This is an optimization exercise on Yosys and OpenROAD, whose aim is small area, a short achievable clock period and few clock cycles per item, not a production implementation. In this exercise RTL edits were held to simulation tests only and were not proved equivalent to the original. No driver is modelled on the clock port, so clocking that relies on it looks cheaper here than on a real chip.

Setup of 06-08:
==> flow/design.v <==
`default_nettype none
package psd_pkg;
	localparam int SLOT_COUNT_DEF = 16;
	localparam int PAGE_W   = 32;
	localparam int STATUS_W = 3;
	localparam int SLOT_W   = 4;
	typedef enum logic {
		OP_GET    = 1'b0,
		OP_REMOVE = 1'b1
	} op_t;
	typedef enum logic [STATUS_W-1:0] {
		ST_HIT     = 3'd0,
		ST_LOAD    = 3'd1,
		ST_FULL    = 3'd2,
		ST_REMOVED = 3'd3,
		ST_ABSENT  = 3'd4
	} status_t;
	typedef enum logic {
		S_IDLE    = 1'b0,
		S_RESOLVE = 1'b1
	} state_t;
	typedef struct packed {
		logic capture;
		logic resolve;
	} psd_cmd_t;
endpackage
`default_nettype wire
`default_nettype none
module psd_ctrl (
	input  wire logic              clk,
	input  wire logic              arst_n,
	input  wire logic              start,
	output logic                   busy,
	output psd_pkg::psd_cmd_t      cmd
);
	logic cmp_q;
	logic res_q;
	always_ff @(posedge clk or negedge arst_n) begin
		if (!arst_n) begin
			cmp_q <= 1'b0;
			res_q <= 1'b0;
		end else begin
			cmp_q <= start;
			res_q <= cmp_q;
		end
	end
	assign busy        = 1'b0;
	assign cmd.capture = start;
	assign cmd.resolve = res_q;
endmodule
`default_nettype wire
`default_nettype none
module psd_datapath #(
	parameter int SLOT_COUNT = psd_pkg::SLOT_COUNT_DEF
) (
	input  wire logic                          clk,
	input  wire logic                          arst_n,
	input  wire psd_pkg::psd_cmd_t             cmd,
	input  wire logic                          operation,
	input  wire logic [psd_pkg::PAGE_W-1:0]    page_id,
	output logic                               done,
	output logic [psd_pkg::STATUS_W-1:0]       status,
	output logic [psd_pkg::SLOT_W-1:0]         slot
);
	localparam int IDX_W = (SLOT_COUNT > 1) ? $clog2(SLOT_COUNT) : 1;
	logic [SLOT_COUNT-1:0]           valid_q;
	logic [psd_pkg::PAGE_W-1:0]      page_q [SLOT_COUNT];
	logic                            op_c;
	logic [psd_pkg::PAGE_W-1:0]      page_c;
	logic                            op_r;
	logic [psd_pkg::PAGE_W-1:0]      page_r;
	logic [SLOT_COUNT-1:0]           match_r;   
	logic                            same_r;    
	logic                            prev_present;
	logic [SLOT_COUNT-1:0]           prev_onehot;
	logic [SLOT_COUNT-1:0]           match;
	logic [SLOT_COUNT-1:0]           first_free;
	logic [SLOT_COUNT-1:0]           valid_hit;
	logic [SLOT_COUNT-1:0]           valid_miss;
	logic                            below_full;
	logic                            hit_any;
	logic                            free_any;
	logic [IDX_W-1:0]                cmp_idx;
	logic [IDX_W-1:0]                hit_idx;
	logic [IDX_W-1:0]                free_idx;
	logic [psd_pkg::STATUS_W-1:0]    status_d;
	logic [psd_pkg::SLOT_W-1:0]      slot_d;
	logic                            done_q;
	logic [psd_pkg::STATUS_W-1:0]    status_q;
	logic [psd_pkg::SLOT_W-1:0]      slot_q;
	always_ff @(posedge clk) begin
		op_c   <= operation;
		page_c <= page_id;
	end
	always_ff @(posedge clk) begin
		op_r   <= op_c;
		page_r <= page_c;
		same_r <= cmd.resolve && (page_c == page_r);
		for (int k = 0; k < SLOT_COUNT; k++) begin
			match_r[k] <= valid_q[k] && (page_q[k] == page_c);
		end
	end
	always_comb begin
		prev_present = (status_q == psd_pkg::ST_HIT) || (status_q == psd_pkg::ST_LOAD);
		for (int k = 0; k < SLOT_COUNT; k++) begin
			prev_onehot[k] = prev_present && (slot_q == psd_pkg::SLOT_W'(k));
		end
	end
	always_comb begin
		match   = same_r ? prev_onehot : match_r;
		hit_any = same_r ? prev_present : |match_r;
		cmp_idx = '0;
		for (int k = 0; k < SLOT_COUNT; k++) begin
			if (match_r[k]) begin
				cmp_idx = cmp_idx | IDX_W'(k);
			end
		end
		hit_idx  = same_r ? IDX_W'(slot_q) : cmp_idx;
		free_idx = '0;
		for (int k = SLOT_COUNT - 1; k >= 0; k--) begin
			if (!valid_q[k]) begin
				free_idx = IDX_W'(k);
			end
		end
		below_full = 1'b1;
		for (int k = 0; k < SLOT_COUNT; k++) begin
			first_free[k] = !valid_q[k] && below_full;
			below_full    = below_full && valid_q[k];
		end
		free_any = !(&valid_q);
	end
	always_comb begin
		status_d = psd_pkg::ST_ABSENT;
		slot_d   = '0;
		if (op_r == psd_pkg::OP_GET) begin
			if (hit_any) begin
				status_d = psd_pkg::ST_HIT;
				slot_d   = psd_pkg::SLOT_W'(hit_idx);
			end else if (free_any) begin
				status_d = psd_pkg::ST_LOAD;
				slot_d   = psd_pkg::SLOT_W'(free_idx);
			end else begin
				status_d = psd_pkg::ST_FULL;
			end
		end else begin
			if (hit_any) begin
				status_d = psd_pkg::ST_REMOVED;
				slot_d   = psd_pkg::SLOT_W'(hit_idx);
			end
		end
	end
	always_comb begin
		for (int k = 0; k < SLOT_COUNT; k++) begin
			valid_hit[k]  = valid_q[k] && !(cmd.resolve && (op_r == psd_pkg::OP_REMOVE) && match[k]);
			valid_miss[k] = valid_q[k] || (cmd.resolve && (op_r == psd_pkg::OP_GET) && first_free[k]);
		end
	end
	always_ff @(posedge clk or negedge arst_n) begin
		if (!arst_n) begin
			valid_q <= '0;
		end else begin
			valid_q <= hit_any ? valid_hit : valid_miss;
		end
	end
	always_ff @(posedge clk) begin
		for (int k = 0; k < SLOT_COUNT; k++) begin
			if (!valid_q[k]) begin
				page_q[k] <= page_r;
			end
		end
	end
	always_ff @(posedge clk or negedge arst_n) begin
		if (!arst_n) begin
			done_q <= 1'b0;
		end else begin
			done_q <= cmd.resolve;
		end
	end
	always_ff @(posedge clk) begin
		status_q <= status_d;
		slot_q   <= slot_d;
	end
	assign done   = done_q;
	assign status = status_q;
	assign slot   = slot_q;
endmodule
`default_nettype wire
`default_nettype none
module page_slot_directory_top #(
	parameter int SLOT_COUNT = psd_pkg::SLOT_COUNT_DEF
) (
	input  wire logic                          clk,
	input  wire logic                          arst_n,
	input  wire logic                          start,
	output logic                               busy,
	input  wire logic                          operation,
	input  wire logic [psd_pkg::PAGE_W-1:0]    page_id,
	output logic                               done,
	output logic [psd_pkg::STATUS_W-1:0]       status,
	output logic [psd_pkg::SLOT_W-1:0]         slot
);
	psd_pkg::psd_cmd_t cmd;
	psd_ctrl u_ctrl (
		.clk    (clk),
		.arst_n (arst_n),
		.start  (start),
		.busy   (busy),
		.cmd    (cmd)
	);
	psd_datapath #(
		.SLOT_COUNT (SLOT_COUNT)
	) u_datapath (
		.clk       (clk),
		.arst_n    (arst_n),
		.cmd       (cmd),
		.operation (operation),
		.page_id   (page_id),
		.done      (done),
		.status    (status),
		.slot      (slot)
	);
endmodule
`default_nettype wire
clock: 5.0 ns
lec_check: 0
cap_margin: 20
core_margin: 2
core_utilization: 65
place_density: 0.75
setup_slack_margin: 3.2
slew_margin: 20
standard.sh (not shown) runs the stock make flow with config.mk's settings and CLKGATE_MAP_FILE= SYNTH_SCRIPT=/design/flow/synth_recipe.tcl, a recipe that flattens the netlist after the stock synthesis.
==> flow/flow/run.sh <==
#!/bin/bash
set -euo pipefail
here=$(cd "$(dirname "$0")" && pwd)
args=("BUFFER_PORTS_ARGS=-buffer_cell sky130_fd_sc_hd__buf_4" "MATCH_CELL_FOOTPRINT=0")
export BUFFER_PORTS_ARGS="-buffer_cell sky130_fd_sc_hd__buf_4"
export MATCH_CELL_FOOTPRINT=0
if [[ -f "$here/cts_args" ]]; then
  export CTS_ARGS="$(tr '\n' ' ' < "$here/cts_args")"
  args+=("CTS_ARGS=$CTS_ARGS")
fi
bash standard.sh "${args[@]}" finish > flow_make.log 2>&1
==> flow/flow/cts_args <==
-sink_clustering_enable -repair_clock_nets -sink_clustering_size 44 -sink_clustering_max_diameter 60 -dont_use_dummy_load
Testbench counts of 06-08, summed over its fixed seeds: cycles 16,024, items 16,000.
Edits applied to the flow inputs when going from 06-08 to 06-26:
==> flow/design.v, changed modules only <==
module psd_ctrl (
	input  wire logic              clk,
	input  wire logic              arst_n,
	input  wire logic              start,
	output logic                   busy,
	output psd_pkg::psd_cmd_t      cmd
);
	logic res_q;
	always_ff @(posedge clk or negedge arst_n) begin
		if (!arst_n) begin
			res_q <= 1'b0;
		end else begin
			res_q <= start;
		end
	end
	assign busy        = 1'b0;
	assign cmd.capture = start;
	assign cmd.resolve = res_q;
endmodule
module psd_datapath #(
	parameter int SLOT_COUNT = psd_pkg::SLOT_COUNT_DEF
) (
	input  wire logic                          clk,
	input  wire logic                          arst_n,
	input  wire psd_pkg::psd_cmd_t             cmd,
	input  wire logic                          operation,
	input  wire logic [psd_pkg::PAGE_W-1:0]    page_id,
	output logic                               done,
	output logic [psd_pkg::STATUS_W-1:0]       status,
	output logic [psd_pkg::SLOT_W-1:0]         slot
);
	localparam int IDX_W = (SLOT_COUNT > 1) ? $clog2(SLOT_COUNT) : 1;
	logic [SLOT_COUNT-1:0]           valid_q;
	logic [psd_pkg::PAGE_W-1:0]      page_q [SLOT_COUNT];
	logic                            op_r;
	logic [psd_pkg::PAGE_W-1:0]      page_r;
	logic [SLOT_COUNT-1:0]           match_r;   
	logic                            same_r;    
	logic                            prev_present;
	logic [SLOT_COUNT-1:0]           prev_onehot;
	logic [SLOT_COUNT-1:0]           match;
	logic [SLOT_COUNT-1:0]           first_free;
	logic [SLOT_COUNT-1:0]           valid_hit;
	logic [SLOT_COUNT-1:0]           valid_miss;
	logic                            below_full;
	logic                            hit_any;
	logic                            free_any;
	logic [IDX_W-1:0]                cmp_idx;
	logic [IDX_W-1:0]                hit_idx;
	logic [IDX_W-1:0]                free_idx;
	logic [psd_pkg::STATUS_W-1:0]    status_d;
	logic [psd_pkg::SLOT_W-1:0]      slot_d;
	logic                            done_q;
	logic [psd_pkg::STATUS_W-1:0]    status_q;
	logic [psd_pkg::SLOT_W-1:0]      slot_q;
	always_ff @(posedge clk) begin
		op_r   <= operation;
		page_r <= page_id;
		same_r <= cmd.resolve && (page_id == page_r);
		for (int k = 0; k < SLOT_COUNT; k++) begin
			match_r[k] <= valid_q[k] && (page_q[k] == page_id);
		end
	end
	always_comb begin
		prev_present = (status_q == psd_pkg::ST_HIT) || (status_q == psd_pkg::ST_LOAD);
		for (int k = 0; k < SLOT_COUNT; k++) begin
			prev_onehot[k] = prev_present && (slot_q == psd_pkg::SLOT_W'(k));
		end
	end
	always_comb begin
		match   = same_r ? prev_onehot : match_r;
		hit_any = same_r ? prev_present : |match_r;
		cmp_idx = '0;
		for (int k = 0; k < SLOT_COUNT; k++) begin
			if (match_r[k]) begin
				cmp_idx = cmp_idx | IDX_W'(k);
			end
		end
		hit_idx  = same_r ? IDX_W'(slot_q) : cmp_idx;
		free_idx = '0;
		for (int k = SLOT_COUNT - 1; k >= 0; k--) begin
			if (!valid_q[k]) begin
				free_idx = IDX_W'(k);
			end
		end
		below_full = 1'b1;
		for (int k = 0; k < SLOT_COUNT; k++) begin
			first_free[k] = !valid_q[k] && below_full;
			below_full    = below_full && valid_q[k];
		end
		free_any = !(&valid_q);
	end
	always_comb begin
		status_d = psd_pkg::ST_ABSENT;
		slot_d   = '0;
		if (op_r == psd_pkg::OP_GET) begin
			if (hit_any) begin
				status_d = psd_pkg::ST_HIT;
				slot_d   = psd_pkg::SLOT_W'(hit_idx);
			end else if (free_any) begin
				status_d = psd_pkg::ST_LOAD;
				slot_d   = psd_pkg::SLOT_W'(free_idx);
			end else begin
				status_d = psd_pkg::ST_FULL;
			end
		end else begin
			if (hit_any) begin
				status_d = psd_pkg::ST_REMOVED;
				slot_d   = psd_pkg::SLOT_W'(hit_idx);
			end
		end
	end
	always_comb begin
		for (int k = 0; k < SLOT_COUNT; k++) begin
			valid_hit[k]  = valid_q[k] && !(cmd.resolve && (op_r == psd_pkg::OP_REMOVE) && match[k]);
			valid_miss[k] = valid_q[k] || (cmd.resolve && (op_r == psd_pkg::OP_GET) && first_free[k]);
		end
	end
	always_ff @(posedge clk or negedge arst_n) begin
		if (!arst_n) begin
			valid_q <= '0;
		end else begin
			valid_q <= hit_any ? valid_hit : valid_miss;
		end
	end
	always_ff @(posedge clk) begin
		for (int k = 0; k < SLOT_COUNT; k++) begin
			if (!valid_q[k]) begin
				page_q[k] <= page_r;
			end
		end
	end
	always_ff @(posedge clk or negedge arst_n) begin
		if (!arst_n) begin
			done_q <= 1'b0;
		end else begin
			done_q <= cmd.resolve;
		end
	end
	always_ff @(posedge clk) begin
		status_q <= status_d;
		slot_q   <= slot_d;
	end
	assign done   = done_q;
	assign status = status_q;
	assign slot   = slot_q;
endmodule
==> notes.md <==
Re count of pins over their slew limit: no difference whatsoever between 06-08 and 06-26. A origin of the worst setup path of u_datapath.status_q[2] is what 06-08 shows, while u_datapath.done_q belongs to 06-26. Across both runs, number of inserted filler cells in the final layout was lower for 06-26 than for 06-08. From 06-26 to 06-08, number of buffers inserted for hold repair after clock tree synthesis did not move at all. Compare 06-08 and 06-26 | overall fraction of global-route tracks in use higher: 06-26. Sum of routed wire length over all layers is higher on 06-08.
Testbench counts of 06-26, summed over its fixed seeds: cycles 16,016, items 16,000.

[what the ideal ports hide]
How much do the figures lean on ideal ports? The routed layouts below were timed once more, with nothing changed but the port constraints.
Step 1: set_driving_cell puts a clkbuf_16 on clk and a buf_2 on each other input, an assumption about the parent block.
Step 2 also shifts input and output timing later by t, the mid clock arrival at the registers, as if the neighbouring blocks saw the same clock.
Three values: ideal ports, drivers, drivers and shift; two values: the first two.
run	t (ns)	setup WS [ns]	hold WS [ns]	slew at the worst register clock pin (ns)	worst data-port slew with drivers (ns)
06-08	0.614	2.982 / 2.926 / 3.180	0.309 / 0.280 / 0.346	0.10 / 0.10	0.05
06-26	0.589	2.967 / 2.910 / 2.555	0.321 / 0.295 / 0.484	0.09 / 0.09	0.08
After both steps every run listed still meets setup and hold. The setup slack of 06-26, which loses most, moves by -0.057 ns with the drivers and by -0.412 ns with both steps.
